Background: an optimization exercise with open tools, aiming at small area. Do not read the settings as production practice.
Function was checked by simulation only, so behaviour that the tests miss may differ from the original.
Power and IR drop assume default switching activity.

==> flow/design.v <==
`default_nettype none
package hdc_pkg;
  localparam int unsigned HV_DIM     = 128;
  localparam int unsigned IM_ADDR_W  = 10;
  localparam int unsigned SET_W      = 3;
  localparam int unsigned INDEX_W    = 7;
  localparam int unsigned SEED_W     = 32;
  localparam int unsigned NUM_SETS   = 8;
  localparam int unsigned BUND_CNT_W = 8;
  localparam logic [SEED_W-1:0] CIM_BASE_SEED = 32'd621635317;
  localparam logic [NUM_SETS*SEED_W-1:0] ORTHO_SEEDS = {
    32'd2535149661,
    32'd2525737372,
    32'd4032445525,
    32'd811160829,
    32'd2850820469,
    32'd3074702788,
    32'd2391206478,
    32'd1103779247
  };
endpackage
module hdc_nor2  (input wire a, input wire b, output wire y);                  assign y = ~(a | b);              endmodule
module hdc_and2  (input wire a, input wire b, output wire y);                  assign y = a & b;                 endmodule
module hdc_xor2  (input wire a, input wire b, output wire y);                  assign y = a ^ b;                 endmodule
module hdc_xnor2 (input wire a, input wire b, output wire y);                  assign y = ~(a ^ b);              endmodule
module hdc_o21ai (input wire a1, input wire a2, input wire b1, output wire y); assign y = ~((a1 | a2) & b1);     endmodule
module hdc_o21a  (input wire a1, input wire a2, input wire b1, output wire y); assign y = (a1 | a2) & b1;        endmodule
module hdc_a221o (input wire a1, input wire a2, input wire b1, input wire b2, input wire c1, output wire y);
  assign y = (a1 & a2) | (b1 & b2) | c1;
endmodule
module hdc_a22o  (input wire a1, input wire a2, input wire b1, input wire b2, output wire y);
  assign y = (a1 & a2) | (b1 & b2);
endmodule
module hdc_mux2i (input wire a0, input wire a1, input wire s, output wire y);  assign y = ~(s ? a1 : a0);         endmodule
`default_nettype wire
`default_nettype none
module item_mem_port (
  input  logic        cim_i,
  input  logic [2:0]  set_i,
  input  logic [4:0]  rot_i,      
  output logic [31:0] nrot_o
);
  logic [31:0] seed;
  logic [4:0]  sel;
  logic [31:0] st [6];
  assign seed  = (cim_i ? hdc_pkg::CIM_BASE_SEED
                        : hdc_pkg::ORTHO_SEEDS[set_i*32 +: 32]);
  assign sel   = rot_i & {5{~cim_i}};
  assign st[0] = seed;
  for (genvar k = 0; k < 5; k++) begin : g_stage
    for (genvar j = 0; j < 32; j++) begin : g_bit
      hdc_mux2i u_mux (
        .a0 ( st[k][j]                   ),
        .a1 ( st[k][(j + 32 - (1 << k)) % 32] ),
        .s  ( sel[k]                     ),
        .y  ( st[k+1][j]                 )
      );
    end
  end
  assign nrot_o = st[5];
endmodule
`default_nettype wire
`default_nettype none
module hv_bundler (
  input  logic         clk_i,
  input  logic         arst_n_i,
  input  logic         valid_i,
  input  logic         last_i,
  input  logic [127:0] e_i,        
  output logic         par_o,      
  output logic [127:0] qhv_o,
  output logic         qhv_valid_o
);
  logic start_q;
  logic par_q;
  logic qhv_valid_q;
  logic [127:0][7:0] x_q;
  logic [127:0][7:0] x_d;
  always_ff @(posedge clk_i or negedge arst_n_i) begin
    if (!arst_n_i) begin
      start_q     <= 1'b1;
      par_q       <= 1'b0;
      qhv_valid_q <= 1'b0;
    end else begin
      qhv_valid_q <= valid_i & last_i;
      if (valid_i) begin
        start_q <= last_i;
        par_q   <= ~par_o;
      end
    end
  end
  assign par_o = par_q & ~start_q;
  logic nvalid, nstart;
  assign nvalid = ~valid_i;
  assign nstart = ~start_q;
  for (genvar i = 0; i < 128; i++) begin : g_pos
    logic [7:0] t;     
    logic [6:0] nm, u;
    logic       m7;
    assign t[0] = e_i[i];
    for (genvar k = 0; k < 7; k++) begin : g_bit
      hdc_nor2 u_nm (.a(x_q[i][k]), .b(start_q), .y(nm[k]));
      if (k % 2 == 0) begin : g_even
        hdc_nor2  u_u (.a(nvalid), .b(t[k]), .y(u[k]));
        hdc_o21ai u_t (.a1(x_q[i][k]), .a2(start_q), .b1(t[k]), .y(t[k+1]));
      end else begin : g_odd
        hdc_and2  u_u (.a(valid_i), .b(t[k]), .y(u[k]));
        hdc_nor2  u_t (.a(t[k]), .b(nm[k]), .y(t[k+1]));
      end
      hdc_xnor2 u_d (.a(nm[k]), .b(u[k]), .y(x_d[i][k]));
    end
    hdc_and2  u_m7 (.a(x_q[i][7]), .b(nstart), .y(m7));
    hdc_xnor2 u_d7 (.a(m7), .b(t[7]), .y(x_d[i][7]));
    assign qhv_o[i] = x_q[i][7];
  end
  always_ff @(posedge clk_i) begin
    x_q <= x_d;
  end
  assign qhv_valid_o = qhv_valid_q;
endmodule
`default_nettype wire
`default_nettype none
module hdc_encoder_top (
  input  logic              clk_i,
  input  logic              arst_n_i,
  input  logic              req_valid_i,
  input  logic              req_last_i,
  input  logic              req_cim_a_i,
  input  logic              req_cim_b_i,
  input  logic [9:0]        req_addr_a_i,
  input  logic [9:0]        req_addr_b_i,
  output logic [127:0]      qhv_o,
  output logic              qhv_valid_o
);
  logic       valid_q;
  logic       last_q;
  logic       cim_a_q, cim_b_q;
  logic [2:0] set_a_q, set_b_q;
  logic [4:0] rot_a_q, rot_b_q;
  logic [6:0] lo_q, hi_q;
  logic [6:0] flip_a, flip_b, lo_d, hi_d;
  assign flip_a = req_cim_a_i ? req_addr_a_i[9:3] : 7'd0;
  assign flip_b = req_cim_b_i ? req_addr_b_i[9:3] : 7'd0;
  assign lo_d   = (flip_a < flip_b) ? flip_a : flip_b;
  assign hi_d   = (flip_a < flip_b) ? flip_b : flip_a;
  always_ff @(posedge clk_i or negedge arst_n_i) begin
    if (!arst_n_i) begin
      valid_q <= 1'b0;
    end else begin
      valid_q <= req_valid_i;
    end
  end
  always_ff @(posedge clk_i) begin
    last_q  <= req_last_i;
    cim_a_q <= req_cim_a_i;
    cim_b_q <= req_cim_b_i;
    set_a_q <= req_addr_a_i[9:7];
    set_b_q <= req_addr_b_i[9:7];
    rot_a_q <= req_addr_a_i[4:0];
    rot_b_q <= req_addr_b_i[4:0];
    lo_q    <= lo_d;
    hi_q    <= hi_d;
  end
  logic         par, nvalid;
  logic [31:0]  nrot_a, nrot_b, per_x, per_p, per;
  logic [6:0]   lo, hi;
  assign nvalid = ~valid_q;
  item_mem_port u_im_a (.cim_i(cim_a_q), .set_i(set_a_q), .rot_i(rot_a_q), .nrot_o(nrot_a));
  item_mem_port u_im_b (.cim_i(cim_b_q), .set_i(set_b_q), .rot_i(rot_b_q), .nrot_o(nrot_b));
  for (genvar j = 0; j < 32; j++) begin : g_per
    hdc_xnor2 u_x (.a(nrot_a[j]), .b(nrot_b[j]), .y(per_x[j]));
    hdc_xor2  u_p (.a(per_x[j]), .b(par), .y(per_p[j]));
    hdc_nor2  u_v (.a(nvalid), .b(per_p[j]), .y(per[j]));
  end
  assign lo = lo_q;
  assign hi = hi_q;
  logic [7:0]  grp_f, grp_a, grp_b;
  logic [15:0] ge_l, lt_l;
  logic        same;
  assign same = lo[6:4] == hi[6:4];
  always_comb begin
    for (int v = 0; v < 8; v++) begin
      grp_f[v] = valid_q & (v > lo[6:4]) & (v < hi[6:4]);
      grp_a[v] = valid_q & (v == lo[6:4]);
      grp_b[v] = valid_q & (v == hi[6:4]) & ~same;
    end
    for (int v = 0; v < 16; v++) begin
      lt_l[v] = v < hi[3:0];
      ge_l[v] = (v >= lo[3:0]) & (~same | lt_l[v]);
    end
  end
  logic [127:0] band, e;
  for (genvar i = 0; i < 128; i++) begin : g_bind
    if (i / 16 == 0) begin : g_first
      hdc_and2  u_bd (.a(grp_a[0]), .b(ge_l[i%16]), .y(band[i]));
    end else if (i / 16 == 7) begin : g_last
      hdc_a22o  u_bd (.a1(grp_a[7]), .a2(ge_l[i%16]), .b1(grp_b[7]), .b2(lt_l[i%16]), .y(band[i]));
    end else begin : g_mid
      hdc_a221o u_bd (.a1(grp_a[i/16]), .a2(ge_l[i%16]), .b1(grp_b[i/16]), .b2(lt_l[i%16]),
                      .c1(grp_f[i/16]), .y(band[i]));
    end
    hdc_xor2  u_e  (.a(per[i % 32]), .b(band[i]), .y(e[i]));
  end
  hv_bundler u_bundler (
    .clk_i       ( clk_i       ),
    .arst_n_i    ( arst_n_i    ),
    .valid_i     ( valid_q     ),
    .last_i      ( last_q      ),
    .e_i         ( e           ),
    .par_o       ( par         ),
    .qhv_o       ( qhv_o       ),
    .qhv_valid_o ( qhv_valid_o )
  );
endmodule
`default_nettype wire
==> flow/flow/run.sh <==
#!/bin/bash
# Standard layout, with the port buffers made from the smallest buffer cell.
set -euo pipefail
bash standard.sh BUFFER_PORTS_ARGS="-buffer_cell sky130_fd_sc_hd__buf_1" finish > standard.log 2>&1
==> flow/standard.sh <==
#!/bin/bash
# synth_recipe.tcl (not shown) runs the flow's synth.tcl, then flattens the netlist and writes it again
# the make line also repeats each setting of config.mk as NAME=value (left out here)
make -C /OpenROAD-flow-scripts/flow DESIGN_CONFIG=/design/flow/config.mk WORK_HOME=/design/flow/orfs CLKGATE_MAP_FILE= SYNTH_SCRIPT=/design/flow/synth_recipe.tcl "${@:-finish}"
==> flow/config.mk <==
export PLATFORM = sky130hd
export DESIGN_NAME = hdc_encoder_top
export DESIGN_NICKNAME = hdc_encoder_top
export VERILOG_FILES = /design/flow/design.v
export SDC_FILE = /design/flow/constraint.sdc
export NUM_CORES = 4
export LEC_CHECK = 0
export ABC_AREA = 0
export CAP_MARGIN = 0
export CORE_MARGIN = 2
export CORE_UTILIZATION = 70
export CTS_CLUSTER_DIAMETER = 120
export CTS_CLUSTER_SIZE = 28
export GPL_ROUTABILITY_DRIVEN = 0
export PLACE_DENSITY = 0.8
export SLEW_MARGIN = 0
export SYNTH_HIERARCHICAL = 1
==> flow/constraint.sdc <==
create_clock -name core_clock -period 5.0 [get_ports {clk_i}]
set_input_delay 1.0000 -clock core_clock [delete_from_list [all_inputs] [get_ports {clk_i}]]
set_output_delay 1.0000 -clock core_clock [all_outputs]
set_load 0.01 [all_outputs]
==> results of run 1 <==
-- Yosys stat by module, one instance, submodules excluded --
| module | cells inside | times used | area, µm² | flip-flops and latches |
|---|---|---|---|---|
| hv_bundler | 1162 | 1 | 21580 | 1027 |
| hdc_and2 | 1 | 528 | 6.256 | 0 |
| hdc_o21ai | 1 | 512 | 5.005 | 0 |
| hdc_a22o | 1 | 16 | 8.758 | 0 |
| item_mem_port | 70 | 2 | 481.7 | 0 |
| hdc_mux2i | 1 | 320 | 10.01 | 0 |
| hdc_a221o | 1 | 96 | 10.01 | 0 |
| hdc_xnor2 | 1 | 1056 | 8.758 | 0 |
| hdc_xor2 | 1 | 160 | 8.758 | 0 |
| hdc_encoder_top | 188 | 1 | 1602 | 34 |
| hdc_nor2 | 1 | 1824 | 3.754 | 0 |
-- logic make-up (layout without fill, tap and decap cells) --
family,after synthesis,in the layout
AND/OR/NAND/NOR,2503,2504
XOR/XNOR,1219,1219
flip-flops,1061,1061
AO/OA/AOI/OAI,690,690
multiplexers,334,334
buffers and inverters,172,323
adder cells (fa/ha/maj),20,20
other,3,14
-- final cells by class --
class / instances / share of cell area [%]
inverter: 20 / 0.1527
clock inverter: 4 / 0.09800
antenna: 3 / 0.01367
sequential: 1061 / 38.75
clock buffer: 47 / 2.104
multi-input combinational: 4778 / 54.00
tap: 959 / 2.186
timing repair buffer: 252 / 2.689
-- cells in the final DEF (no fill, tap or decap), types with 13 or more instances in the layout --
cell and instances:
nor2_1 1840, xnor2_1 1054, dfxtp_1 1052, and2_1 532, o21ai_1 512, mux2i_1 333, xor2_1 154, buf_1 154
a221o_1 96, buf_4 85, clkbuf_16 46, nand2_1 36, ha_1 20, a21oi_1 18, nand2b_1 17, inv_1 16
a22o_1 16, nor2b_4 13, buf_12 13
-- report_power, final --
part | switching [mW] | internal, mW
logic | 6.00 | 4.92
clock network | 2.61 | 1.68
registers | 1.70 | 12.6
total | 10.3 | 19.2
-- stage by stage --
| step | TNS [ps] | util [%] | cell area [µm²] |
|---|---|---|---|
| 2_1_floorplan | -6275710 | - | 51840 |
| 3_3_place_gp | 0 | 73.25 | 53530 |
| 3_5_place_dp | 0 | 73.25 | 53530 |
| 4_1_cts | 0 | 74.91 | 54740 |
| 5_1_grt | 0 | 75.12 | 54900 |
| 6_report | 0 | 75.12 | 54900 |
-- routing by layer --
layer  global-route usage (%)  vias to the layer above
li1                         -                    19580
met1                    37.69                    18200
met2                    45.89                      722
met3                    2.865                      195
met4                    9.990                        0
met5                        0                        -
-- cells in the mapped netlist, types with 3 or more instances --
cell | instances | area [µm²]
dfrtp_1 | 3 | 75.07
clkbuf_1 | 9 | 33.78
nor3_1 | 12 | 60.06
nor2_1 | 1852 | 6952
or3_1 | 4 | 25.02
ha_1 | 20 | 250.2
mux2i_1 | 334 | 3343
nor2b_1 | 20 | 125.1
or2_1 | 6 | 37.54
o21a_1 | 10 | 75.07
nand3_1 | 4 | 20.02
buf_2 | 9 | 45.04
nand2_1 | 36 | 135.1
a221o_1 | 96 | 960.9
a21o_1 | 11 | 82.58
a21oi_2 | 3 | 26.28
xor2_1 | 163 | 1428
o21ai_1 | 512 | 2562
o21bai_1 | 6 | 45.04
buf_6 | 3 | 33.78
nand2b_1 | 17 | 106.4
and2_1 | 532 | 3328
nand2_2 | 3 | 18.77
nor4_1 | 4 | 25.02
xnor2_1 | 1056 | 9249
o21ai_0 | 4 | 20.02
a211oi_1 | 5 | 37.54
a22o_1 | 16 | 140.1
conb_1 | 3 | 11.26
buf_4 | 131 | 983.4
a21oi_1 | 18 | 90.09
dfxtp_1 | 1057 | 21160
inv_1 | 18 | 67.56
-- worst max-delay path by stage --
stage | from | endpoint | slack (ps)
floorplan | u_bundler.start_q | u_bundler.x_q[1014] | -6680
detailed placement | set_a_q[1] | u_bundler.x_q[7] | 300
global route | rot_b_q[0] | u_bundler.x_q[983] | 30
finish | rot_b_q[0] | u_bundler.x_q[839] | 280
global placement | set_a_q[1] | u_bundler.x_q[7] | 340
CTS | rot_b_q[0] | u_bundler.x_q[239] | 250
-- repair_timing --
| item | CTS | global route |
|---|---|---|
| hold buffers | 0 | 0 |
| setup buffers | 0 | 1 |
| endpoints found under the setup margin | 0 | 129 |
| resized for setup | 0 | 31 |
-- registers in the layout, indices dropped and copies added, names as in the netlist --
signal	count
rot_a_q	5
rot_b_q	5
set_b_q	3
hi_q	7
set_a_q	3
valid_q	1
cim_b_q	1
u_bundler.par_q	1
u_bundler.x_q	1024
u_bundler.start_q	1
last_q	1
u_bundler.qhv_valid_q	1
cim_a_q	1
lo_q	7
-- worst reg2reg max path, delay by kind of cell (launching register included) --
kind | cells | cell delay [ps]
compound gates | 4 | 490
flops | 1 | 400
simple gates | 5 | 1470
mux | 5 | 1020
xor+xnor | 4 | 1030
buf+inv | 1 | 170
==> flow_metrics.py, run 1 <==
metrics = {
    "global_route": {
        "antenna_found_initial": 3,
        "overflow": 0,
        "grt_pass1_wl_um": 180900,
        "grt_max_degree": 224,
        "first_global_vias": 37270,
        "grt_usage_pct": 27.71,
    },
    "final_layout": {
        "synthToLayoutAreaGrowth_pct": 5.963,
        "finalNonFillerCells": 7124,
        "drive_above_1_share_pct": 3.505,
        "final-seq-area_mm2": 0.02128,
        "final_nets": 6203,
        "fill_cells": 5492,
        "multi_input_area_mm2": 0.02965,
    },
    "setup_path": {
        "start_kind": "register",
        "path_class": "register to register",
        "slowest_stage": "nor2b_2",
        "path_common_cell": "mux2i_1",
        "path_cells": "nor2b_2, mux2i_1, mux2i_1, mux2i_1, mux2i_1, mux2i_1, xnor2_1, xor2_1, nor2_1, buf_4, xor2_1, o21ai_1, nor2_1, o21ai_1, nor2_1, o21ai_1, nor2_1, o21ai_1, xnor2_1",
        "timing.rr.start": "rot_b_q[0]",
        "ff2ff_setup_slack_ps": 280,
        "critPathRequiredTime_ps": 5530,
        "worstPathMaxFanout": 16,
        "path_buf_inv": 1,
        "rr_endpoint": "u_bundler.x_q[839]",
        "arrival_ps": 5250,
        "cpLargestDelayFamily": "simple AND/OR/NAND/NOR gates",
        "cp.depth": 19,
        "end_kind": "register",
        "ff2ff_path_depth": 19,
        "crit_path_max_incr_delay_ps": 820,
    },
    "placement": {
        "dp_cells": 7068,
        "hpwlAfterDp_um": 72340,
        "port_buffers": 154,
        "dp_slack_ps": 296.0,
    },
    "floorplanning": {
        "core_mm2": 0.07308,
        "die_width_um": 276.1,
        "rows": 99,
        "start_util_pct": 70.89,
        "ioPinCount": 155,
        "die_area_mm2": 0.07621,
        "fp.dieH_um": 276.1,
    },
    "logic_synthesis": {
        "syn_area_mm2": 0.05181,
        "synth_mux_area_share_pct": 6.453,
        "synth_seq_cells": 1061,
        "synthSimpleGateAreaFrac_pct": 21.15,
        "yosysUniqueCellTypes": 51,
        "synth_xor_area_share_pct": 20.61,
        "synth_compound_area_share_pct": 7.991,
        "synthCells": 6002,
        "synth_top_family_by_area": "simple AND/OR/NAND/NOR gates",
        "synthAdderAreaFrac_pct": 0.4830,
        "synth_area_per_cell_um2": 8.632,
        "synthArstFlopShare_pct": 0.3770,
        "ys.flop_type": "dfxtp_1",
        "synth-seq-area-share_pct": 41.04,
        "ys_warn_count": 11,
        "synth-edff-count": 0,
    },
    "clock_network": {
        "insertion_delay_ps": 640,
        "clock-root-buffer": "clkbuf_16",
        "cts.sinks": 1061,
        "cts_max_level": 2,
        "cts_tree": "done",
        "cts.path.max_buffers": 3,
        "clk_pin_slew_ps": 110,
        "numCtsBuffers": 44,
    },
    "timing": {
        "rsz0062_at_grt": "false",
        "hold_ws_ps": 159.2,
        "max_freq_ghz": 0.2120,
        "layout_min_cycle_time_ps": 4716,
        "setup_ws_ps": 284.0,
        "max_slew.worst_pin.slew_ps": 1182,
        "relSlewSlack_pct": 21.21,
        "hold_viol_final": 0,
        "setup_viol_count_final": 0,
        "post-route-period-util_pct": 94.32,
        "final-max-slew-violation-count": 0,
        "clock-skew-final_ps": 32.42,
    },
    "outcome": {
        "status": "complete, no violations",
    },
    "power_and_ir_drop": {
        "p_leak_nw": 21.56,
        "p_total_mw": 29.50,
        "cellPowerDensity_mw_per_mm2": 537.4,
        "vdd_drop_max_mv": 0.3692,
    },
    "worst_hold_path": {
        "hold_path_class": "input port to async pin",
    },
    "flow_run": {
        "cap_viol_max_count": 0,
    },
    "detailed_routing": {
        "route.met2.wl_um": 50170,
        "ant_nets": 0,
        "vias": 38700,
        "dr.max_layer_used": "met4",
        "drt-initial-drc-count": 3329,
        "wl_met3_um": 4522,
        "drcViolationCount": 0,
        "wire_per_inst_um": 15.16,
        "drt_pass1_iterations": 19,
        "avgViaCountPerCell": 5.432,
        "routed_wl_um": 108000,
        "wl_met1_um": 49740,
    },
}
==> run 2, diff against run 1 <==
--- a/flow/config.mk
+++ b/flow/config.mk
@@ -10,3 +10,3 @@
 export CORE_MARGIN = 2
-export CORE_UTILIZATION = 70
+export CORE_UTILIZATION = 75
 export CTS_CLUSTER_DIAMETER = 120
@@ -14,4 +14,6 @@
 export GPL_ROUTABILITY_DRIVEN = 0
-export PLACE_DENSITY = 0.8
+export GPL_TIMING_DRIVEN = 1
+export PLACE_DENSITY = 0.85
 export SLEW_MARGIN = 0
 export SYNTH_HIERARCHICAL = 1
+export TNS_END_PERCENT = 100
==> run 2 against run 1 <==
Still clean. Sequential power hardly changed. Non-clock buffer count is 5 lower. Cell count is 1.2% lower. Critical path depth is 2 higher. Routed wire length is 2.0% higher. Area after synthesis stayed put. Die area is 6.6% lower. Via count is 1.5% higher. Sequential share of layout area is 0.15 points higher.
==> flow_metrics.py, run 2 <==
metrics = {
    "outcome": {
        "status": "complete, no violations",
    },
    "final_layout": {
        "largest_register_ffs": 1024,
        "final_nets": 6197,
        "synthToLayoutAreaGrowth_pct": 5.540,
        "postLayoutCoreUtil_pct": 79.86,
        "drive_above_1_share_pct": 3.348,
        "top_regs": "u_bundler.x_q: 1024 flops, hi_q: 7 flops, lo_q: 7 flops",
        "finalNonFillerCells": 7035,
        "antenna_cells": 0,
        "largest_register": "u_bundler.x_q",
        "layout_commonest_cell": "nor2_1",
        "fin_area_mm2": 0.05468,
        "final_cell_mix": "nor2_1 (1840), xnor2_1 (1054), dfxtp_1 (1053)",
    },
    "placement": {
        "hpwlAfterDp_um": 73790,
        "placed_area_mm2": 0.05343,
        "dp_cells": 6987,
        "port_buffers": 154,
    },
    "setup_path": {
        "path_class": "register to register",
        "ff2ff_setup_slack_ps": 260,
        "critPathRequiredTime_ps": 5550,
        "end_kind": "register",
        "arrival_ps": 5290,
        "worstPathMaxFanout": 7,
        "start_kind": "register",
    },
    "logic_synthesis": {
        "synth.top_cell.area_share_pct": 40.84,
        "yosysUniqueCellTypes": 51,
        "synth-seq-area-share_pct": 41.04,
        "synth_seq_cells": 1061,
        "synth_top_area_cell": "dfxtp_1",
        "synth.most_common_cell": "nor2_1",
        "syn_area_mm2": 0.05181,
        "synthArstFlopShare_pct": 0.3770,
        "synth-edff-count": 0,
        "synth_area_per_cell_um2": 8.632,
        "yosys-top-cells-count": "nor2_1 (1852), dfxtp_1 (1057), xnor2_1 (1056)",
        "ys_warn_count": 11,
        "ys.flop_type": "dfxtp_1",
        "netlist_top_cells_area": "dfxtp_1 (41%), xnor2_1 (18%), nor2_1 (13%), mux2i_1 (6.5%), and2_1 (6.4%)",
        "synthCells": 6002,
    },
    "detailed_routing": {
        "routed_wl_um": 110200,
        "avgViaCountPerCell": 5.584,
        "wire_per_inst_um": 15.67,
        "vias": 39280,
        "drt_pass1_iterations": 6,
        "drt-initial-drc-count": 3244,
        "drcViolationCount": 0,
        "ant_nets": 0,
    },
    "clock_network": {
        "cts.path.max_buffers": 3,
        "clock-root-buffer": "clkbuf_16",
        "cts_tree": "done",
        "cts.sinks": 1061,
        "insertion_delay_ps": 630,
        "cts_max_level": 2,
        "clk_pin_slew_ps": 100,
        "postCtsSetupBuffers": 0,
        "numCtsBuffers": 43,
        "cts_hold_buf": 0,
    },
    "global_route": {
        "grt_usage_pct": 30.32,
        "overflow": 0,
        "antenna_found_initial": 0,
        "grt_pass1_wl_um": 180600,
        "first_global_vias": 37770,
        "grt_max_degree": 247,
    },
    "timing": {
        "final-max-slew-violation-count": 0,
        "setup_viol_count_final": 0,
        "layout_min_cycle_time_ps": 4743,
        "max_freq_ghz": 0.2108,
        "relSlewSlack_pct": 24.25,
        "post-route-period-util_pct": 94.87,
        "clock-skew-final_ps": 18.38,
        "hold_viol_final": 0,
        "max_slew.worst_pin.slew_ps": 1136,
    },
    "power_and_ir_drop": {
        "p_total_mw": 29.47,
        "vdd_drop_max_mv": 0.3234,
        "cellPowerDensity_mw_per_mm2": 538.9,
        "p_leak_nw": 21.52,
    },
    "floorplanning": {
        "die_area_mm2": 0.07120,
        "fp.dieH_um": 266.8,
        "ioPinCount": 155,
        "die_width_um": 266.8,
        "rows": 96,
        "start_util_pct": 75.67,
        "core_mm2": 0.06847,
    },
    "worst_hold_path": {
        "hold_path_class": "input port to async pin",
    },
    "flow_run": {
        "cap_viol_max_count": 0,
    },
}
[run 2: kinds of logic (layout without fill, tap and decap cells)]
family          after synthesis  after routing  synth area share [%]
mux                         334            334                 6.453
fa+ha+maj                    20             20                0.4830
other cells                   3             11               0.02173
buf+inv                     172            314                 2.260
simple gates               2503           2504                 21.15
flops                      1061           1061                 41.04
xor+xnor                   1219           1219                 20.61
compound gates              690            690                 7.991
[run 2: routing by layer]
layer  vias up  global-route usage, %  wire length, µm
met5         -                      0                0
met4         0                  10.93             3658
met3       240                  3.967             5597
met2       909                  51.12            52020
met1     18580                  39.88            48940
li1      19560                      -                -
[run 2: power by group]
| part | total [mW] | switching (mW) | leakage [nW] | internal (mW) |
|---|---|---|---|---|
| sequential | 14.3 | 1.74 | 8.93 | 12.6 |
| combinational | 11.0 | 6.07 | 12.0 | 4.91 |
| clock | 4.15 | 2.52 | 0.560 | 1.63 |
| total | 29.5 | 10.3 | 21.5 | 19.1 |
[run 2: cell type report]
cell class                 instances  area [µm²]
multi-input combinational       4778       29620
sequential                      1061       21270
fill                            4670       13790
timing repair buffer             247        1464
clock buffer                      46        1130
tap                              882        1104
inverter                          20       83.83
clock inverter                     1       5.005
[run 2: worst max-delay path: stages (launching register included)]
cell,delay (ps)
dfxtp_1,460
inv_1,140
ha_1,410
nand2b_4,90
a21oi_1,290
mux2i_1,140
mux2i_1,270
mux2i_1,190
mux2i_1,210
mux2i_1,120
xnor2_1,390
xor2_1,130
nor2_2,280
xor2_1,300
o21ai_1,170
nor2_1,250
o21ai_1,130
nor2_1,150
o21ai_1,90
nor2_1,140
o21ai_1,100
xnor2_1,190
[run 2: per-stage QoR]
| step | worst slack [ps] | setup TNS (ps) | hold WS (ps) |
|---|---|---|---|
| after floorplan | -6679 | -6275710 | 449.3 |
| final | 256.5 | 0 | 195.1 |
| after CTS | 193.8 | 0 | 177.7 |
| after global placement | 414.2 | 0 | 460.8 |
| after detailed placement | 252.6 | 0 | 466.0 |
| after global routing | -19.67 | -32.90 | 184.6 |
[run 2: final timing paths]
| kind | startpoint | to | cells past startpoint |
|---|---|---|---|
| max in group asynchronous | arst_n_i | u_bundler.start_q | 1 |
| min in group core_clock | req_addr_a_i[2] | rot_a_q[2] | 1 |
| max reg2reg | set_b_q[0] | u_bundler.x_q[239] | 21 |
| min reg2reg | last_q | u_bundler.qhv_valid_q | 1 |
| min | arst_n_i | u_bundler.qhv_valid_q | 1 |
| max | set_b_q[0] | u_bundler.x_q[239] | 21 |
[run 2: timing repair]
item | CTS | global route
gates resized for setup | 0 | 29
endpoints found under the hold margin | 0 | 0
endpoints found under the setup margin | 0 | 109
[run 2: per-module statistics from Yosys (local to each module, per instance)]
module / flops+latches / cells inside / area (µm²)
hdc_encoder_top: 34 / 188 / 1602
hdc_a22o: 0 / 1 / 8.758
hdc_nor2: 0 / 1 / 3.754
hdc_xnor2: 0 / 1 / 8.758
hv_bundler: 1027 / 1162 / 21580
hdc_and2: 0 / 1 / 6.256
hdc_mux2i: 0 / 1 / 10.01
item_mem_port: 0 / 70 / 481.7
hdc_a221o: 0 / 1 / 10.01
hdc_o21ai: 0 / 1 / 5.005
hdc_xor2: 0 / 1 / 8.758
==> run 3, diff against run 2 <==
--- a/flow/config.mk
+++ b/flow/config.mk
@@ -14,3 +14,2 @@
 export GPL_ROUTABILITY_DRIVEN = 0
-export GPL_TIMING_DRIVEN = 1
 export PLACE_DENSITY = 0.85
@@ -18,2 +17 @@
 export SYNTH_HIERARCHICAL = 1
-export TNS_END_PERCENT = 100
==> run 3 against run 2 <==
Critical endpoint unchanged. Largest cell class unchanged. Total power did not move. Die area did not move. Sequential power barely moved. Largest power group unchanged. Routed wire length did not move.
==> flow_metrics.py, run 3 <==
metrics = {
    "logic_synthesis": {
        "synthCells": 6002,
        "synth_seq_cells": 1061,
        "syn_area_mm2": 0.05181,
        "netlist_top_cells_area": "dfxtp_1 (41%), xnor2_1 (18%), nor2_1 (13%), mux2i_1 (6.5%), and2_1 (6.4%)",
        "synth_top_area_cell": "dfxtp_1",
        "synth.most_common_cell": "nor2_1",
        "synth_area_per_cell_um2": 8.632,
        "synth.top_cell.area_share_pct": 40.84,
        "ys.flop_type": "dfxtp_1",
        "yosysUniqueCellTypes": 51,
        "synthArstFlopShare_pct": 0.3770,
        "yosys-top-cells-count": "nor2_1 (1852), dfxtp_1 (1057), xnor2_1 (1056)",
        "synth-edff-count": 0,
        "ys_warn_count": 11,
        "synth-seq-area-share_pct": 41.04,
    },
    "setup_path": {
        "path_class": "register to register",
        "critPathRequiredTime_ps": 5550,
        "arrival_ps": 5290,
        "start_kind": "register",
        "worstPathMaxFanout": 7,
        "end_kind": "register",
    },
    "clock_network": {
        "cts_max_level": 2,
        "numCtsBuffers": 43,
        "clock-root-buffer": "clkbuf_16",
        "insertion_delay_ps": 630,
        "cts.path.max_buffers": 3,
        "postCtsSetupBuffers": 0,
        "ctsResizeCount": 0,
        "cts_tree": "done",
        "cts_hold_buf": 0,
        "clk_pin_slew_ps": 100,
        "cts.sinks": 1061,
    },
    "final_layout": {
        "antenna_cells": 0,
        "final_nets": 6197,
        "largest_register_ffs": 1024,
        "synthToLayoutAreaGrowth_pct": 5.540,
        "layout_commonest_cell": "nor2_1",
        "postLayoutCoreUtil_pct": 79.86,
        "largest_register": "u_bundler.x_q",
        "finalNonFillerCells": 7035,
        "fill_cells": 4670,
        "top_regs": "u_bundler.x_q: 1024 flops, hi_q: 7 flops, lo_q: 7 flops",
        "final_cell_mix": "nor2_1 (1840), xnor2_1 (1054), dfxtp_1 (1053)",
        "drive_above_1_share_pct": 3.348,
    },
    "timing": {
        "max_slew.worst_pin.slew_ps": 1136,
        "relSlewSlack_pct": 24.25,
        "layout_min_cycle_time_ps": 4743,
        "clock-skew-final_ps": 18.38,
        "post-route-period-util_pct": 94.87,
        "setup_viol_count_final": 0,
        "max_freq_ghz": 0.2108,
        "hold_viol_final": 0,
        "setup_tns_ps": 0,
        "final-max-slew-violation-count": 0,
    },
    "detailed_routing": {
        "routed_wl_um": 110200,
        "drcViolationCount": 0,
        "avgViaCountPerCell": 5.584,
        "ant_nets": 0,
        "vias": 39280,
        "drt-initial-drc-count": 3244,
        "wire_per_inst_um": 15.67,
        "drt_pass1_iterations": 6,
    },
    "outcome": {
        "status": "complete, no violations",
    },
    "power_and_ir_drop": {
        "seqPwrFrac_pct": 48.7,
        "power_switching_mw": 10.34,
        "swShare_pct": 35.08,
        "p_leak_nw": 21.52,
        "clkPwrFrac_pct": 14.1,
        "vdd_drop_max_mv": 0.3234,
        "cellPowerDensity_mw_per_mm2": 538.9,
        "pwr-share-comb_pct": 37.3,
        "p_int_mw": 19.13,
    },
    "floorplanning": {
        "ioPinCount": 155,
        "fp.dieH_um": 266.8,
        "die_width_um": 266.8,
        "rows": 96,
        "start_util_pct": 75.67,
        "die_area_mm2": 0.07120,
        "core_mm2": 0.06847,
    },
    "placement": {
        "hpwlAfterDp_um": 73790,
        "dp_cells": 6987,
        "port_buffers": 154,
    },
    "global_route": {
        "antenna_found_initial": 0,
        "overflow": 0,
        "first_global_vias": 37770,
        "grt_usage_pct": 30.32,
        "grt_max_degree": 247,
        "grt_pass1_wl_um": 180600,
    },
    "worst_hold_path": {
        "hold_path_class": "input port to async pin",
    },
    "flow_run": {
        "cap_viol_max_count": 0,
    },
}
[run 3: cell counts after synthesis]
No cell type changed its count.
[run 3: stage by stage]
step	hold slack [ps]	setup WS (ps)	power, mW	instance area, µm²
4_1_cts	177.7	193.8	29.45	54570
5_1_grt	184.6	-19.67	31.44	54680
3_5_place_dp	466.0	252.6	25.23	53430
6_report	195.1	256.5	29.47	54680
2_1_floorplan	449.3	-6679	23.41	51840
3_3_place_gp	460.8	414.2	24.55	53430
[run 3: cells by family after synthesis]
kind of cell	count (synthesis)	share of synthesized area, %
AO/OA/AOI/OAI	690	7.991
XOR/XNOR	1219	20.61
adder cells (fa/ha/maj)	20	0.4830
buffers and inverters	172	2.260
flip-flops	1061	41.04
multiplexers	334	6.453
other	3	0.02173
AND/OR/NAND/NOR	2503	21.15
[run 3: final timing paths]
| path | start | to | slack, ps | depth (start not counted) |
|---|---|---|---|---|
| setup reg to reg | set_b_q[0] | u_bundler.x_q[239] | 260 | 21 |
| max in group asynchronous | arst_n_i | u_bundler.start_q | 4550 | 1 |
| setup / recovery | set_b_q[0] | u_bundler.x_q[239] | 260 | 21 |
| hold reg to reg | last_q | u_bundler.qhv_valid_q | 490 | 1 |
| min in group core_clock | req_addr_a_i[2] | rot_a_q[2] | 460 | 1 |
| hold / removal | arst_n_i | u_bundler.qhv_valid_q | 200 | 1 |
[run 3: area by class of cell]
| class | instances | area (µm²) | share of cell area [%] |
|---|---|---|---|
| well taps | 882 | 1104 | 2.018 |
| clock buffers | 46 | 1130 | 2.066 |
| inverters | 20 | 83.83 | 0.1533 |
| flip-flops and latches | 1061 | 21270 | 38.91 |
| repair buffers | 247 | 1464 | 2.677 |
| clock inverters | 1 | 5.005 | 0.009153 |
| multi-input cells | 4778 | 29620 | 54.17 |
[run 3: power by group through the flow]
stage | Sequential (mW) | Clock [mW] | Combinational (mW)
finish | 14.3 | 4.15 | 11.0
CTS | 14.3 | 4.24 | 10.9
global route | 14.7 | 4.50 | 12.2
floorplan | 14.2 | 0 | 9.17
detailed placement | 14.5 | 0 | 10.8
global placement | 14.3 | 0 | 10.3
[run 3: metal layers]
layer  global-route usage (%)  vias to the layer above  share of wire [%]
met3                    3.967                      240                5.1
li1                         -                    19560                  -
met2                    51.12                      909                 47
met4                    10.93                        0                3.3
met1                    39.88                    18580                 44
met5                        0                        -                  0
[run 3: worst max-delay path, cell delays in order, from the launching register on]
cell and delay (ps):
dfxtp_1 460, inv_1 140, ha_1 410, nand2b_4 90
a21oi_1 290, mux2i_1 140, mux2i_1 270, mux2i_1 190
mux2i_1 210, mux2i_1 120, xnor2_1 390, xor2_1 130
nor2_2 280, xor2_1 300, o21ai_1 170, nor2_1 250
o21ai_1 130, nor2_1 150, o21ai_1 90, nor2_1 140
o21ai_1 100, xnor2_1 190
[run 3: modules after synthesis (local to each module, per instance)]
module / flops+latches / area, µm² / copies in the design
item_mem_port: 0 / 481.7 / 2
hv_bundler: 1027 / 21580 / 1
hdc_nor2: 0 / 3.754 / 1824
hdc_o21ai: 0 / 5.005 / 512
hdc_a22o: 0 / 8.758 / 16
hdc_xnor2: 0 / 8.758 / 1056
hdc_and2: 0 / 6.256 / 528
hdc_a221o: 0 / 10.01 / 96
hdc_encoder_top: 34 / 1602 / 1
hdc_mux2i: 0 / 10.01 / 320
hdc_xor2: 0 / 8.758 / 160
==> run 4, diff against run 3 <==
--- a/flow/config.mk
+++ b/flow/config.mk
@@ -11,2 +11,3 @@
 export CORE_UTILIZATION = 75
+export CTS_BUF_LIST = sky130_fd_sc_hd__clkbuf_16 sky130_fd_sc_hd__clkbuf_8
 export CTS_CLUSTER_DIAMETER = 120
==> run 4 against run 3 <==
Sequential power barely moved. Sequential share of layout area did not move. Global-route usage did not move. Register-to-register slack barely moved. Die area did not move. Non-clock buffer count did not move. Fmax fell by 0.25%. Critical path depth did not move. Count of clock-buffer cells in the layout fell by 1. Area after synthesis did not move. Hold slack barely moved. Largest power group unchanged.
==> flow_metrics.py, run 4 <==
metrics = {
    "outcome": {
        "status": "complete, no violations",
    },
    "global_route": {
        "grt_max_degree": 247,
        "first_global_vias": 37770,
        "grt_usage_pct": 30.32,
        "antenna_found_initial": 0,
        "overflow": 0,
        "grt_pass1_wl_um": 180600,
    },
    "floorplanning": {
        "start_util_pct": 75.67,
        "core_mm2": 0.06847,
        "die_width_um": 266.8,
        "die_area_mm2": 0.07120,
        "fp.dieH_um": 266.8,
        "ioPinCount": 155,
        "rows": 96,
    },
    "detailed_routing": {
        "ant_nets": 0,
        "avgViaCountPerCell": 5.588,
        "wire_per_inst_um": 15.69,
        "drt_pass1_iterations": 6,
        "drcViolationCount": 0,
        "routed_wl_um": 110400,
        "drt-initial-drc-count": 3235,
        "vias": 39310,
    },
    "final_layout": {
        "top_regs": "u_bundler.x_q: 1024 flops, hi_q: 7 flops, lo_q: 7 flops",
        "antenna_cells": 0,
        "synthToLayoutAreaGrowth_pct": 5.540,
        "final_nets": 6197,
        "largest_register_ffs": 1024,
        "layout_commonest_cell": "nor2_1",
        "drive_above_1_share_pct": 3.348,
        "postLayoutCoreUtil_pct": 79.86,
        "final_cell_mix": "nor2_1 (1840), xnor2_1 (1054), dfxtp_1 (1053)",
        "fill_cells": 4670,
        "largest_register": "u_bundler.x_q",
        "fin_area_mm2": 0.05468,
    },
    "logic_synthesis": {
        "netlist_top_cells_area": "dfxtp_1 (41%), xnor2_1 (18%), nor2_1 (13%), mux2i_1 (6.5%), and2_1 (6.4%)",
        "synth_compound_area_share_pct": 7.991,
        "synth_area_per_cell_um2": 8.632,
        "synth-edff-count": 0,
        "synth.top_cell.area_share_pct": 40.84,
        "synthSimpleGateAreaFrac_pct": 21.15,
        "synth_xor_area_share_pct": 20.61,
        "synthCells": 6002,
        "synthAdderAreaFrac_pct": 0.4830,
        "yosysUniqueCellTypes": 51,
        "ys.flop_type": "dfxtp_1",
        "synth_top_area_cell": "dfxtp_1",
        "synth_mux_area_share_pct": 6.453,
        "synth-seq-area-share_pct": 41.04,
        "ys_warn_count": 11,
        "synth.most_common_cell": "nor2_1",
        "yosys-top-cells-count": "nor2_1 (1852), dfxtp_1 (1057), xnor2_1 (1056)",
        "synth_seq_cells": 1061,
        "synth_top_family_by_area": "simple AND/OR/NAND/NOR gates",
        "syn_area_mm2": 0.05181,
        "synthArstFlopShare_pct": 0.3770,
    },
    "timing": {
        "hold_ws_ps": 195.3,
        "setup_viol_count_final": 0,
        "post-route-period-util_pct": 95.10,
        "relSlewSlack_pct": 23.77,
        "setup_tns_ps": 0,
        "max_freq_ghz": 0.2103,
        "layout_min_cycle_time_ps": 4755,
        "clock-skew-final_ps": 17.93,
        "final-max-slew-violation-count": 0,
        "hold_viol_final": 0,
        "max_slew.worst_pin.slew_ps": 1143,
    },
    "power_and_ir_drop": {
        "p_int_mw": 19.13,
        "clkPwrFrac_pct": 14.1,
        "p_leak_nw": 21.52,
        "seqPwrFrac_pct": 48.7,
        "p_total_mw": 29.47,
        "power_switching_mw": 10.35,
        "cellPowerDensity_mw_per_mm2": 539.0,
        "pwr-share-comb_pct": 37.3,
        "swShare_pct": 35.10,
        "vdd_drop_max_mv": 0.3222,
    },
    "setup_path": {
        "crit_path_max_incr_delay_ps": 460,
        "ff2ff_path_depth": 21,
        "cpLargestDelayFamily": "simple AND/OR/NAND/NOR gates",
        "path_common_cell": "mux2i_1",
        "path_cells": "inv_1, ha_1, and2_1, o21bai_1, mux2i_1, mux2i_1, mux2i_1, mux2i_1, mux2i_1, xnor2_1, xor2_1, nor2_2, xor2_1, o21ai_1, nor2_1, o21ai_1, nor2_1, o21ai_1, nor2_1, o21ai_1, xnor2_1",
        "arrival_ps": 5300,
        "slowest_stage": "dfxtp_1",
        "critPathRequiredTime_ps": 5550,
        "worstPathMaxFanout": 7,
        "startpoint": "set_b_q[0]",
        "timing.rr.start": "set_b_q[0]",
        "start_kind": "register",
        "path_buf_inv": 1,
        "path_class": "register to register",
        "cp.depth": 21,
        "end_kind": "register",
    },
    "clock_network": {
        "numCtsBuffers": 43,
        "clock-root-buffer": "clkbuf_16",
        "cts.path.max_buffers": 3,
        "clk_pin_slew_ps": 100,
        "postCtsSetupBuffers": 0,
        "cts_tree": "done",
        "cts.sinks": 1061,
        "cts_max_level": 2,
        "insertion_delay_ps": 630,
    },
    "placement": {
        "port_buffers": 154,
        "placed_area_mm2": 0.05343,
        "hpwlAfterDp_um": 73790,
    },
    "worst_hold_path": {
        "hold_path_class": "input port to async pin",
    },
    "flow_run": {
        "cap_viol_max_count": 0,
    },
}
[run 4: area by class of cell]
cell class                 instances  area [µm²]  area share [%]
sequential                      1061       21270           38.91
inverter                          20       83.83          0.1533
clock inverter                     2       8.758         0.01602
multi-input combinational       4778       29620           54.17
tap                              882        1104           2.018
timing repair buffer             247        1464           2.677
clock buffer                      45        1126           2.059
[run 4: metal layers]
metal | GRT usage (%) | vias to the layer above | part of all wire [%]
met2 | 51.12 | 915 | 47
li1 | - | 19550 | -
met5 | 0 | - | 0
met3 | 3.967 | 242 | 5.0
met1 | 39.88 | 18610 | 45
met4 | 10.93 | 0 | 3.4
[run 4: metrics by stage]
stage                     std cells  worst slack [ps]
after floorplan                6010             -6679
after global placement         6987             414.2
after detailed placement       6987             252.6
after CTS                      7034             193.8
after global routing           7035            -19.67
final                          7035             244.8
[run 4: cells by family (layout without fill, tap and decap cells)]
group	after synthesis	after routing
AO/OA/AOI/OAI	690	690
buffers and inverters	172	314
XOR/XNOR	1219	1219
adder cells (fa/ha/maj)	20	20
other	3	11
multiplexers	334	334
AND/OR/NAND/NOR	2503	2504
flip-flops	1061	1061
[run 4: timing repair]
item / 4_1_cts / 5_1_grt
hold buffers: 0 / 0
resized for setup: 0 / 29
setup endpoints to repair: 0 / 109
[run 4: modules after synthesis (local to each module, per instance)]
module | copies in the design | cell area (µm²) | cells | flops+latches
hv_bundler | 1 | 21580 | 1162 | 1027
hdc_a221o | 96 | 10.01 | 1 | 0
hdc_o21ai | 512 | 5.005 | 1 | 0
hdc_mux2i | 320 | 10.01 | 1 | 0
item_mem_port | 2 | 481.7 | 70 | 0
hdc_a22o | 16 | 8.758 | 1 | 0
hdc_xor2 | 160 | 8.758 | 1 | 0
hdc_nor2 | 1824 | 3.754 | 1 | 0
hdc_and2 | 528 | 6.256 | 1 | 0
hdc_encoder_top | 1 | 1602 | 188 | 34
hdc_xnor2 | 1056 | 8.758 | 1 | 0
[run 4: worst paths after layout]
path                                          to  slack (ps)
min in group core_clock               rot_a_q[2]         460
setup reg to reg              u_bundler.x_q[239]         240
hold / removal             u_bundler.qhv_valid_q         200
hold reg to reg            u_bundler.qhv_valid_q         490
setup / recovery              u_bundler.x_q[239]         240
max in group asynchronous      u_bundler.start_q        4550
[run 4: power groups by stage]
stage	Clock (mW)	Sequential, mW	Combinational [mW]
2_1_floorplan	0	14.2	9.17
3_3_place_gp	0	14.3	10.3
3_5_place_dp	0	14.5	10.8
4_1_cts	4.24	14.3	10.9
5_1_grt	4.50	14.7	12.2
6_report	4.15	14.3	11.0
==> run 5, diff against run 4 <==
--- a/flow/design.v
+++ b/flow/design.v
@@ -33,2 +33,3 @@
 endmodule
+module hdc_or3   (input wire a, input wire b, input wire c, output wire y);   assign y = a | b | c;             endmodule
 module hdc_mux2i (input wire a0, input wire a1, input wire s, output wire y);  assign y = ~(s ? a1 : a0);         endmodule
@@ -68,3 +69,3 @@
   input  logic         last_i,
-  input  logic [127:0] e_i,        
+  input  logic [127:0] ue_i,       
   output logic         par_o,      
@@ -99,6 +100,9 @@
     logic       m7;
-    assign t[0] = e_i[i];
+    assign t[0] = 1'b0;   
     for (genvar k = 0; k < 7; k++) begin : g_bit
       hdc_nor2 u_nm (.a(x_q[i][k]), .b(start_q), .y(nm[k]));
-      if (k % 2 == 0) begin : g_even
+      if (k == 0) begin : g_first
+        assign u[0] = ue_i[i];
+        hdc_or3   u_t (.a(nvalid), .b(ue_i[i]), .c(nm[0]), .y(t[1]));
+      end else if (k % 2 == 0) begin : g_even
         hdc_nor2  u_u (.a(nvalid), .b(t[k]), .y(u[k]));
@@ -172,3 +176,3 @@
     hdc_xor2  u_p (.a(per_x[j]), .b(par), .y(per_p[j]));
-    hdc_nor2  u_v (.a(nvalid), .b(per_p[j]), .y(per[j]));
+    hdc_and2  u_v (.a(valid_q), .b(per_p[j]), .y(per[j]));
   end
@@ -191,3 +195,3 @@
   end
-  logic [127:0] band, e;
+  logic [127:0] band, ue;
   for (genvar i = 0; i < 128; i++) begin : g_bind
@@ -201,3 +205,3 @@
     end
-    hdc_xor2  u_e  (.a(per[i % 32]), .b(band[i]), .y(e[i]));
+    hdc_xor2  u_e  (.a(per[i % 32]), .b(band[i]), .y(ue[i]));
   end
@@ -208,3 +212,3 @@
     .last_i      ( last_q      ),
-    .e_i         ( e           ),
+    .ue_i        ( ue          ),
     .par_o       ( par         ),
--- a/flow/config.mk
+++ b/flow/config.mk
@@ -11,3 +11,2 @@
 export CORE_UTILIZATION = 75
-export CTS_BUF_LIST = sky130_fd_sc_hd__clkbuf_16 sky130_fd_sc_hd__clkbuf_8
 export CTS_CLUSTER_DIAMETER = 120
==> run 5 against run 4 <==
Global-route usage down 0.95 points. Highest routed layer unchanged. Sequential share of layout area up 0.27 points. Critical path type unchanged. Still clean on timing, DRC and antenna. Core utilization down 0.41 points. Count of clock-buffer cells in the layout up 1. Total power down 0.88%. Die area down 0.47%.
==> flow_metrics.py, run 5 <==
metrics = {
    "clock_network": {
        "clock-root-buffer": "clkbuf_16",
        "cts_hold_buf": 0,
        "cts_tree": "done",
        "cts.path.max_buffers": 3,
        "clk_pin_slew_ps": 100,
        "cts_max_level": 2,
        "insertion_delay_ps": 630,
        "postCtsSetupBuffers": 0,
        "cts.sinks": 1061,
        "numCtsBuffers": 44,
    },
    "timing": {
        "setup_ws_ps": 207.0,
        "layout_min_cycle_time_ps": 4793,
        "clock-skew-final_ps": 23.86,
        "max_freq_ghz": 0.2086,
        "relSlewSlack_pct": 13.75,
        "hold_viol_final": 0,
        "post-route-period-util_pct": 95.86,
        "final-max-slew-violation-count": 0,
        "max_slew.worst_pin.slew_ps": 1289,
        "setup_viol_count_final": 0,
    },
    "power_and_ir_drop": {
        "p_leak_nw": 21.36,
        "vdd_drop_max_mv": 0.3943,
        "cellPowerDensity_mw_per_mm2": 538.0,
    },
    "final_layout": {
        "fin_area_mm2": 0.05430,
        "layout_commonest_cell": "nor2_1",
        "final_cell_mix": "nor2_1 (1693), dfxtp_1 (1053), xnor2_1 (1047)",
        "largest_register": "u_bundler.x_q",
        "drive_above_1_share_pct": 3.049,
        "largest_register_ffs": 1024,
        "top_regs": "u_bundler.x_q: 1024 flops, hi_q: 7 flops, lo_q: 7 flops",
        "final_nets": 6045,
        "synthToLayoutAreaGrowth_pct": 5.309,
    },
    "floorplanning": {
        "core_mm2": 0.06835,
        "die_area_mm2": 0.07087,
        "fp.dieH_um": 266.2,
        "start_util_pct": 75.45,
        "rows": 96,
        "ioPinCount": 155,
        "die_width_um": 266.2,
    },
    "setup_path": {
        "start_kind": "register",
        "worstPathMaxFanout": 7,
        "crit_path_max_incr_delay_ps": 440,
        "path_class": "register to register",
        "timing.rr.start": "set_a_q[1]",
        "arrival_ps": 5310,
        "startpoint": "set_a_q[1]",
        "path_cells": "inv_1, ha_2, nand2b_4, a21oi_1, mux2i_1, mux2i_1, mux2i_1, mux2i_1, mux2i_1, xnor2_1, xor2_1, and2_1, xor2_1, or3_1, nor2_1, o21ai_1, nor2_1, o21ai_1, nor2_1, o21ai_1, xnor2_1",
        "slowest_stage": "or3_1",
        "path_common_cell": "mux2i_1",
        "end_kind": "register",
        "critPathRequiredTime_ps": 5520,
    },
    "detailed_routing": {
        "avgViaCountPerCell": 5.537,
        "wire_per_inst_um": 15.51,
        "vias": 38120,
        "ant_nets": 0,
        "drt_pass1_iterations": 7,
        "routed_wl_um": 106800,
        "drcViolationCount": 0,
        "drt-initial-drc-count": 3196,
    },
    "logic_synthesis": {
        "synthArstFlopShare_pct": 0.3770,
        "yosys-top-cells-count": "nor2_1 (1695), dfxtp_1 (1057), xnor2_1 (1056)",
        "ys.flop_type": "dfxtp_1",
        "yosysUniqueCellTypes": 52,
        "ys_warn_count": 11,
        "syn_area_mm2": 0.05156,
        "synth-seq-area-share_pct": 41.23,
        "synth.most_common_cell": "nor2_1",
        "synthCells": 5872,
        "synth.top_cell.area_share_pct": 41.04,
        "synth_top_area_cell": "dfxtp_1",
        "synth-edff-count": 0,
        "netlist_top_cells_area": "dfxtp_1 (41%), xnor2_1 (18%), nor2_1 (12%), and2_1 (6.8%), mux2i_1 (6.5%)",
        "synth_seq_cells": 1061,
        "synth_area_per_cell_um2": 8.781,
    },
    "outcome": {
        "status": "complete, no violations",
    },
    "placement": {
        "hpwlAfterDp_um": 71070,
        "placed_area_mm2": 0.05302,
        "dp_slack_ps": 99.79,
        "port_buffers": 154,
    },
    "global_route": {
        "grt_max_degree": 213,
        "grt_usage_pct": 29.37,
        "grt_pass1_wl_um": 175600,
        "first_global_vias": 36330,
        "overflow": 0,
        "antenna_found_initial": 2,
    },
    "worst_hold_path": {
        "hold_path_class": "input port to async pin",
    },
    "flow_run": {
        "cap_viol_max_count": 0,
    },
}
[run 5: worst paths after layout]
check / end / slack, ps / depth (start not counted)
min reg2reg: u_bundler.qhv_valid_q / 490 / 1
min: valid_q / 180 / 1
min in group core_clock: last_q / 460 / 1
max in group asynchronous: u_bundler.start_q / 4570 / 1
max reg2reg: u_bundler.x_q[31] / 210 / 21
max: u_bundler.x_q[31] / 210 / 21
[run 5: critical path, delay by kind of cell, from the launching register on]
family	cells	cell delay, ps
fa+ha+maj	1	430
mux	5	1020
buf+inv	1	140
compound gates	4	580
simple gates	6	1260
xor+xnor	4	850
flops	1	420
[run 5: cells by family after synthesis]
group	Yosys count	share of synthesized area (%)
AND/OR/NAND/NOR	2504	22.04
XOR/XNOR	1219	20.71
flip-flops	1061	41.23
AO/OA/AOI/OAI	562	6.782
multiplexers	334	6.484
buffers and inverters	169	2.249
adder cells (fa/ha/maj)	20	0.4853
other	3	0.02184
[run 5: through the flow]
step	instances	util, %	TNS [ps]	hold slack (ps)	total power [mW]
global placement	6835	77.57	0	465.6	24.33
CTS	6883	79.29	0	165.9	29.24
floorplan	5880	-	-5394170	449.3	23.29
detailed placement	6835	77.57	0	463.6	24.98
global route	6885	79.45	-348.1	184.9	31.21
finish	6885	79.45	0	183.7	29.21
[run 5: modules after synthesis, one instance, submodules excluded]
module,times used,flops+latches,area (µm²)
hv_bundler,1,1027,21580
hdc_encoder_top,1,34,1597
item_mem_port,2,0,481.7
hdc_a221o,96,0,10.01
hdc_mux2i,320,0,10.01
hdc_a22o,16,0,8.758
hdc_xnor2,1056,0,8.758
hdc_xor2,160,0,8.758
hdc_and2,560,0,6.256
hdc_or3,128,0,6.256
hdc_o21ai,384,0,5.005
hdc_nor2,1664,0,3.754
[run 5: area by class of cell]
type                    count  area, µm²
flip-flops and latches   1061      21270
diodes                      2      5.005
clock buffers              46       1130
inverters                  19      85.08
clock inverters             2      36.28
well taps                 882       1104
fillers                  4766      14040
multi-input cells        4650      29370
repair buffers            223       1296
[run 5: per-layer routing]
layer	vias to the layer above	part of all wire, %	global-route usage [%]
li1	19160	-	-
met1	17950	45	39.76
met2	787	46	48.11
met3	219	4.9	3.909
met4	0	3.4	10.64
met5	-	0	0
[run 5: where the power goes]
group | total [mW] | internal [mW] | switching [mW]
registers | 14.2 | 12.6 | 1.61
clock network | 4.19 | 1.64 | 2.55
logic | 10.8 | 4.90 | 5.87
[run 5: repair_timing]
item                                    4_1_cts  5_1_grt
gates resized for setup                       1       32
hold endpoints to repair                      0        0
pin swaps                                     0        5
endpoints found under the setup margin        1      281
==> run 6, diff against run 5 <==
--- a/flow/design.v
+++ b/flow/design.v
@@ -34,2 +34,3 @@
 module hdc_or3   (input wire a, input wire b, input wire c, output wire y);   assign y = a | b | c;             endmodule
+module hdc_a21o  (input wire a1, input wire a2, input wire b1, output wire y); assign y = (a1 & a2) | b1;        endmodule
 module hdc_mux2i (input wire a0, input wire a1, input wire s, output wire y);  assign y = ~(s ? a1 : a0);         endmodule
@@ -97,22 +98,14 @@
   for (genvar i = 0; i < 128; i++) begin : g_pos
-    logic [7:0] t;     
-    logic [6:0] nm, u;
-    logic       m7;
-    assign t[0] = 1'b0;   
+    logic [7:0] u;
+    logic [6:0] nm;
+    logic       m7, t7;
+    assign u[0] = ue_i[i];
     for (genvar k = 0; k < 7; k++) begin : g_bit
-      hdc_nor2 u_nm (.a(x_q[i][k]), .b(start_q), .y(nm[k]));
-      if (k == 0) begin : g_first
-        assign u[0] = ue_i[i];
-        hdc_or3   u_t (.a(nvalid), .b(ue_i[i]), .c(nm[0]), .y(t[1]));
-      end else if (k % 2 == 0) begin : g_even
-        hdc_nor2  u_u (.a(nvalid), .b(t[k]), .y(u[k]));
-        hdc_o21ai u_t (.a1(x_q[i][k]), .a2(start_q), .b1(t[k]), .y(t[k+1]));
-      end else begin : g_odd
-        hdc_and2  u_u (.a(valid_i), .b(t[k]), .y(u[k]));
-        hdc_nor2  u_t (.a(t[k]), .b(nm[k]), .y(t[k+1]));
-      end
-      hdc_xnor2 u_d (.a(nm[k]), .b(u[k]), .y(x_d[i][k]));
-    end
+      hdc_nor2  u_nm (.a(x_q[i][k]), .b(start_q), .y(nm[k]));
+      hdc_a21o  u_u  (.a1(valid_i), .a2(nm[k]), .b1(u[k]), .y(u[k+1]));
+      hdc_xnor2 u_d  (.a(nm[k]), .b(u[k]), .y(x_d[i][k]));
+    end
+    hdc_nor2  u_t7 (.a(nvalid), .b(u[7]), .y(t7));
     hdc_and2  u_m7 (.a(x_q[i][7]), .b(nstart), .y(m7));
-    hdc_xnor2 u_d7 (.a(m7), .b(t[7]), .y(x_d[i][7]));
+    hdc_xor2  u_d7 (.a(m7), .b(t7), .y(x_d[i][7]));
     assign qhv_o[i] = x_q[i][7];
==> run 6 against run 5 <==
Still clean on timing, DRC and antenna. Die area down 1.5%. Combinational power is 44% higher. Clock skew rose by 11 ps. First-iteration DRC count decreased by 20%. Critical endpoint is now u_bundler.x_q[463].
==> flow_metrics.py, run 6 <==
metrics = {
    "outcome": {
        "status": "complete, no violations",
    },
    "power_and_ir_drop": {
        "p_leak_nw": 24.68,
        "vdd_drop_max_mv": 0.4545,
        "p_int_mw": 22.24,
        "swShare_pct": 34.62,
        "power_switching_mw": 11.78,
        "cellPowerDensity_mw_per_mm2": 635.1,
        "clkPwrFrac_pct": 12.2,
        "pwr-share-comb_pct": 45.9,
        "seqPwrFrac_pct": 41.8,
        "p_total_mw": 34.01,
    },
    "logic_synthesis": {
        "synth_top_area_cell": "dfxtp_1",
        "ys.flop_type": "dfxtp_1",
        "yosysUniqueCellTypes": 51,
        "syn_area_mm2": 0.05076,
        "synth.most_common_cell": "dfxtp_1",
        "ys_warn_count": 11,
        "synthArstFlopShare_pct": 0.3770,
        "netlist_top_cells_area": "dfxtp_1 (42%), xnor2_1 (16%), a21o_1 (13%), nor2_1 (7.8%), mux2i_1 (6.6%)",
        "yosys-top-cells-count": "dfxtp_1 (1057), nor2_1 (1055), xnor2_1 (928)",
        "synthCells": 5232,
        "synth_area_per_cell_um2": 9.703,
        "synth-edff-count": 0,
        "synth.top_cell.area_share_pct": 41.68,
        "synth-seq-area-share_pct": 41.88,
        "synth_seq_cells": 1061,
    },
    "floorplanning": {
        "rows": 95,
        "fp.dieH_um": 264.2,
        "die_width_um": 264.2,
        "start_util_pct": 75.72,
        "ioPinCount": 155,
        "core_mm2": 0.06704,
        "die_area_mm2": 0.06978,
    },
    "clock_network": {
        "clock-root-buffer": "clkbuf_16",
        "cts.sinks": 1061,
        "cts_hold_buf": 0,
        "cts.path.max_buffers": 3,
        "insertion_delay_ps": 630,
        "clk_pin_slew_ps": 110,
        "cts_tree": "done",
        "cts_max_level": 2,
        "numCtsBuffers": 44,
    },
    "final_layout": {
        "largest_register_ffs": 1024,
        "layout_commonest_cell": "nor2_1",
        "fin_area_mm2": 0.05355,
        "largest_register": "u_bundler.x_q",
        "fill_cells": 4649,
        "synthToLayoutAreaGrowth_pct": 5.496,
        "multi_input_area_mm2": 0.02857,
        "final-seq-area_mm2": 0.02128,
        "final_cell_mix": "nor2_1 (1055), dfxtp_1 (1051), xnor2_1 (924)",
        "postLayoutCoreUtil_pct": 79.88,
        "final_nets": 5418,
        "top_regs": "u_bundler.x_q: 1024 flops, hi_q: 7 flops, lo_q: 7 flops",
        "finalNonFillerCells": 6248,
        "drive_above_1_share_pct": 3.722,
    },
    "setup_path": {
        "arrival_ps": 5440,
        "start_kind": "register",
        "crit_end": "u_bundler.x_q[463]",
        "crit_path_max_incr_delay_ps": 410,
        "slowest_stage": "dfxtp_2",
        "path_class": "register to register",
        "startpoint": "set_b_q[0]",
        "end_kind": "register",
        "cpLargestDelayFamily": "compound AO/OA/AOI/OAI gates",
        "critPathRequiredTime_ps": 5550,
        "path_common_cell": "a21o_1",
        "cp.depth": 23,
        "path_buf_inv": 2,
        "path_cells": "inv_1, ha_2, nand2b_4, a21oi_2, mux2i_1, mux2i_1, mux2i_1, mux2i_1, mux2i_1, xnor2_2, buf_4, xor2_2, and2_4, xor2_1, a21o_1, a21o_1, a21o_1, a21o_1, a21o_1, a21o_1, a21o_1, nor2_1, xor2_1",
        "ff2ff_setup_slack_ps": 110,
        "timing.rr.start": "set_b_q[0]",
        "rr_endpoint": "u_bundler.x_q[463]",
        "worstPathMaxFanout": 7,
        "ff2ff_path_depth": 23,
    },
    "worst_hold_path": {
        "hold_path_class": "input port to async pin",
    },
    "placement": {
        "dp_cells": 6196,
        "port_buffers": 154,
        "placed_area_mm2": 0.05225,
        "hpwlAfterDp_um": 68980,
        "dp_slack_ps": -56.63,
    },
    "timing": {
        "setup_tns_ps": 0,
        "max_freq_ghz": 0.2045,
        "rsz0062_at_grt": "true",
        "hold_viol_final": 0,
        "final-max-slew-violation-count": 0,
        "hold_ws_ps": 230.9,
        "setup_viol_count_final": 0,
        "setup_ws_ps": 109.6,
        "layout_min_cycle_time_ps": 4890,
        "max_slew.worst_pin.slew_ps": 1306,
        "post-route-period-util_pct": 97.81,
        "clock-skew-final_ps": 34.39,
        "relSlewSlack_pct": 12.48,
    },
    "detailed_routing": {
        "drt-initial-drc-count": 2549,
        "routed_wl_um": 102000,
        "avgViaCountPerCell": 5.681,
        "wire_per_inst_um": 16.32,
        "drt_pass1_iterations": 6,
        "vias": 35500,
        "ant_nets": 0,
        "drcViolationCount": 0,
    },
    "global_route": {
        "antenna_found_initial": 1,
        "overflow": 0,
        "first_global_vias": 34030,
        "grt_max_degree": 188,
        "grt_pass1_wl_um": 167300,
        "grt_usage_pct": 28.43,
    },
    "flow_run": {
        "cap_viol_max_count": 0,
    },
}
## run 6: layout make-up
type                       instances  area share [%]
multi-input combinational       4010           53.34
inverter                          19          0.1402
tap                              873           2.040
timing repair buffer             236           2.556
sequential                      1061           39.73
clock buffer                      46           2.110
antenna                            1        0.004673
clock inverter                     2         0.07243
## run 6: metal layers
layer	vias up	part of all wire [%]	GRT usage, %
li1	17680	-	-
met1	16870	46	38.71
met2	766	46	46.49
met3	187	5.1	4.148
met4	4	3.3	9.490
met5	-	0.066	0
## run 6: worst reg2reg max path, stage by stage (launching register included)
cell and delay [ps]:
dfxtp_2 410, inv_1 110, ha_2 400, nand2b_4 90, a21oi_2 180, mux2i_1 130, mux2i_1 250, mux2i_1 160
mux2i_1 270, mux2i_1 180, xnor2_2 300, buf_4 170, xor2_2 230, and2_4 230, xor2_1 130, a21o_1 200
a21o_1 180, a21o_1 180, a21o_1 180, a21o_1 180, a21o_1 180, a21o_1 150, nor2_1 140, xor2_1 170
## run 6: logic make-up (layout without fill, tap and decap cells)
logic type,Yosys count,count (layout),synth area share [%]
xor+xnor,1219,1219,21.03
mux,334,334,6.586
fa+ha+maj,20,20,0.4930
buf+inv,169,303,2.285
simple gates,1352,1352,11.35
other cells,3,12,0.02218
flops,1061,1061,41.88
compound gates,1074,1074,16.35
## run 6: what timing repair did
item | CTS | global route
hold endpoints to repair | 0 | 0
gates resized for setup | 3 | 36
setup endpoints to repair | 4 | 142
pin swaps | 1 | 4
buffers inserted | 0 | 3
## run 6: worst min-delay path by stage
| stage | endpoint | start | slack [ps] | cells after the start |
|---|---|---|---|---|
| 6_report | valid_q | arst_n_i | 230 | 1 |
| 5_1_grt | valid_q | arst_n_i | 240 | 1 |
| 4_1_cts | valid_q | arst_n_i | 220 | 1 |
| 3_5_place_dp | u_bundler.qhv_valid_q | last_q | 470 | 1 |
| 3_3_place_gp | u_bundler.qhv_valid_q | last_q | 460 | 1 |
| 2_1_floorplan | u_bundler.qhv_valid_q | last_q | 450 | 1 |
## run 6: Yosys stat by module, one instance, submodules excluded
module / copies in the design / area, µm² / cells / flip-flops and latches
hdc_a21o: 896 / 7.507 / 1 / 0
hv_bundler: 1 / 21580 / 1162 / 1027
hdc_and2: 176 / 6.256 / 1 / 0
hdc_nor2: 1024 / 3.754 / 1 / 0
hdc_xor2: 288 / 8.758 / 1 / 0
hdc_mux2i: 320 / 10.01 / 1 / 0
item_mem_port: 2 / 481.7 / 70 / 0
hdc_xnor2: 928 / 8.758 / 1 / 0
hdc_a22o: 16 / 8.758 / 1 / 0
hdc_a221o: 96 / 10.01 / 1 / 0
hdc_encoder_top: 1 / 1597 / 186 / 34
## run 6: power groups by stage
stage / registers, mW / clock network (mW) / logic, mW
finish: 14.2 / 4.16 / 15.6
floorplan: 14.2 / 0 / 13.3
CTS: 14.2 / 4.26 / 15.6
detailed placement: 14.4 / 0 / 15.4
global route: 14.6 / 4.53 / 17.2
global placement: 14.3 / 0 / 14.8

## separate check: timing with driven ports
No port has a modelled driver above. Below, the same layouts with a new extraction and two added sets of constraints.
Step 1 sets driving cells, clkbuf_16 on the clock port and buf_2 on the other inputs (assumed; they add their load-dependent delay and slew).
Step 2 adds t to the input delays and takes it off the output delays; t is the mean of the earliest and latest rising clock arrival at the registers after step 1. Input paths then give back, and output paths get back, about the clock's delay inside the block.
Slacks: no drivers / after step 1 / after step 2; pairs: no drivers / after step 1.
| run | t (ns) | setup WS [ns] | worst setup path at the end | worst slew at a driven data input, ns |
|---|---|---|---|---|
| run 1 | 0.701 | 0.284 / 0.284 / 0.284 | register to register | 0.09 |
| run 2 | 0.687 | 0.257 / 0.257 / 0.257 | register to register | 0.08 |
| run 3 | 0.687 | 0.257 / 0.257 / 0.257 | register to register | 0.08 |
| run 4 | 0.687 | 0.245 / 0.245 / 0.245 | register to register | 0.08 |
| run 5 | 0.683 | 0.207 / 0.207 / 0.207 | register to register | 0.09 |
| run 6 | 0.681 | 0.110 / 0.110 / 0.110 | register to register | 0.08 |
After both steps every run listed still meets setup and hold.
